From an optimization exercise on the open Yosys and OpenROAD flow, aimed at small area, a short achievable clock period and few clock cycles per item; shortcuts taken in it are not production practice. In this exercise RTL edits were held to simulation tests only and were not proved equivalent to the original. Power figures rest on the tool's default switching activity, not on a simulated workload.

## the baseline
Design rgb565_hsl_color_classifier, start of the top module:
module rgb565_hsl_color_classifier (
  input  logic        clk,
  input  logic        rst_n,
  input  logic        start,
  output logic        busy,
  input  logic [15:0] in_pixel,
  output logic        out_valid,
  output logic [7:0]  out_hue,
  output logic [7:0]  out_lightness,
  output logic [7:0]  out_saturation,
  output logic        out_match,
  input  logic        cfg_we,
  input  logic [2:0]  cfg_index,
  input  logic [15:0] cfg_data
);
For scale: ~2200 cells after synthesis, ~66 I/O pins, ~20000 um^2 of cells after synthesis.
Settings: LEC_CHECK=0, ABC_AREA=1, CAP_MARGIN=20, CORE_MARGIN=2, CORE_UTILIZATION=60, CTS_CLUSTER_DIAMETER=80, CTS_CLUSTER_SIZE=28, PLACE_DENSITY=0.8, SETUP_SLACK_MARGIN=3.7, SLEW_MARGIN=20; clock period 6.0 ns.
run.sh (not shown) runs the stock make flow with config.mk's settings and CLKGATE_MAP_FILE= SYNTH_SCRIPT=/design/flow/synth_recipe.tcl, a recipe that flattens the netlist after the stock synthesis.
Testbench counts of the baseline, summed over its fixed seeds: cycles 24,096, pixels 24,000.
Input-level comparison between the candidate and the baseline:
- swapping 0.8 for 0.6 in PLACE_DENSITY
- swapping 3.7 for 3.5 in SETUP_SLACK_MARGIN
- swapping 60 for 40 in CORE_UTILIZATION
## What came out
- Against the baseline, the candidate reports a global routing usage on met1 that is lower.
- Between the candidate and the baseline, half-perimeter wire length after placement is higher for the candidate, the baseline comes in under that.
- Compared with the baseline, the candidate supports a lower clock frequency.
- Summary of the candidate over the baseline: non-clock buffering overhead in the final layout shrank by 0.45 points; synthesis-to-layout area growth grew by 1.0 points.
- Compare the candidate and the baseline | flip-flop and latch share of the layout cell area lower: the candidate
- The candidate has hold slack below what the baseline had.
- Comparing the candidate and the baseline, the lower die area was measured on the baseline.

---

job 101:
rgb565_hsl_color_classifier, a different RTL version from the one above (not shown whole).
For scale: about 66 I/O pins.
clock: 6.0 ns
lec_check: 0
abc_area: 0
cap_margin: 20
core_margin: 2
core_utilization: 70
cts_cluster_diameter: 80
cts_cluster_size: 28
place_density: 0.8
setup_slack_margin: 3.8
slew_margin: 20
standard.sh (not shown) runs the stock make flow with config.mk's settings and CLKGATE_MAP_FILE= SYNTH_SCRIPT=/design/flow/synth_recipe.tcl, a recipe that flattens the netlist after the stock synthesis.
==> flow/flow/run.sh <==
#!/bin/bash
set -euo pipefail
bash standard.sh "BUFFER_PORTS_ARGS=-buffer_cell sky130_fd_sc_hd__buf_2" finish > flow_make.log 2>&1
Job 101 | status: complete | timing, DRC, antenna: pass
Testbench counts of job 101, summed over its fixed seeds: cycles 24,088, pixels 24,000.
[inputs] job 102 vs job 101
- a change of PLACE_DENSITY from 0.8 to 0.6
- a change of ABC_AREA from 0 to 1
- a change of CORE_UTILIZATION from 70 to 40
## What came out
Measured against job 102, the power dissipated in the clock network of job 101 comes out at 0.893 times the reference value.
Job 102 vs. job 101: worst-margin pin slew shrank by 120 ps, design area decreased by 6.3% relative to the old numbers, fmax grew by about 15%.
Input changes introduced in job 103 (baseline for comparison: job 102):
- swapping 0.6 for 0.75 in PLACE_DENSITY
- swapping 40 for 65 in CORE_UTILIZATION
Findings:
- Job 102 → job 103: combinational share of power went up 0.4 points; met2 capacity usage during global routing +16 points.
- Met3 layer wire length in the routed design: job 103 higher than job 102
- Uppermost layer routed: met5 -> job 102, met4 -> job 103
- Relative to job 102, share of power burned in the clock network has decreased by 1.0 points in job 103.
> inputs changed (job 103 -> job 104)
- PLACE_DENSITY changed from 0.75 to 0.6
- CORE_UTILIZATION changed from 65 to 40
- SETUP_SLACK_MARGIN changed from 3.8 to 3.7
## What came out
- Comparing job 103 and job 104, area fraction of clock buffers and clock inverters is higher on job 104.
- Relative to job 103, total power has gone up in job 104.
- Job 104 vs. job 103: peak supply drop went down by 20%.
- Lower clock buffer count was reported by job 103, not job 104.
- Job 103 vs job 104, end of the critical path: out_hue[0] vs out_match
Edits applied to the flow inputs when going from job 104 to job 105:
- a change of SETUP_SLACK_MARGIN from 3.7 to 3.8
- a change of CORE_UTILIZATION from 40 to 78
- a change of PLACE_DENSITY from 0.6 to 0.88
### Flow results
As far as number of synthesized flops with an enable pin goes, job 104 and job 105 are indistinguishable; the numbers are identical.
Total CTS buffers, job 104 and job 105: lower on job 105
Looking at routed length on met1, job 105 sits 7.5% lower than job 104 does.
There was hardly any difference in net count of the finished layout between job 105 and job 104.
Comparing job 104 and job 105, the lower post-cts resize count is on job 104.
For the final clock period utilization by the worst path, job 105 came in 1.3 points lower than job 104 did.
met1 routing resource usage after global routing sits higher in job 105 than in job 104.
Compared with job 104, global-route wire length before repair in job 105 increased by a few percent.

==> separate check: timing with driven ports <==
No port has a modelled driver above. Below, the same layouts with a new extraction and two added sets of constraints. Step 1 (the two cells are an assumption about what drives the block):
set clk [get_ports {clk}]
set_driving_cell -lib_cell sky130_fd_sc_hd__clkbuf_16 $clk
set_driving_cell -lib_cell sky130_fd_sc_hd__buf_2 [delete_from_list [all_inputs] $clk]
Step 2, shift: input delay + t, output delay - t, t = (earliest + latest rising clock arrival at the registers) / 2. This alone moves slack from input paths to output paths. a / b / c = ideal ports / drivers / drivers and shift; a / b = the first two.
run | t (ns) | setup WS [ns] | hold slack, ns | worst setup path at the end | worst slew at a driven data input, ns
the baseline | 0.595 | 3.729 / 3.708 / 3.154 | 0.329 / 0.329 / 0.329 | input to register | 0.04
the candidate | 0.617 | 3.579 / 3.566 / 3.094 | 0.324 / 0.324 / 0.324 | input to register | 0.05
job 101 | 0.588 | 3.440 / 3.440 / 3.233 | 0.332 / 0.332 / 0.332 | input to register | 0.04
job 102 | 0.605 | 3.769 / 3.717 / 3.401 | 0.322 / 0.322 / 0.322 | input to register | 0.04
job 103 | 0.574 | 3.815 / 3.765 / 3.361 | 0.324 / 0.324 / 0.324 | input to register | 0.03
job 104 | 0.606 | 3.738 / 3.685 / 3.337 | 0.322 / 0.322 / 0.322 | input to register | 0.04
job 105 | 0.567 | 3.818 / 3.768 / 3.322 | 0.329 / 0.329 / 0.329 | input to register | 0.03
After both steps every run listed still meets setup and hold. For the baseline, which loses most, drivers alone change the setup slack by -0.021 ns; drivers and shift together by -0.575 ns.
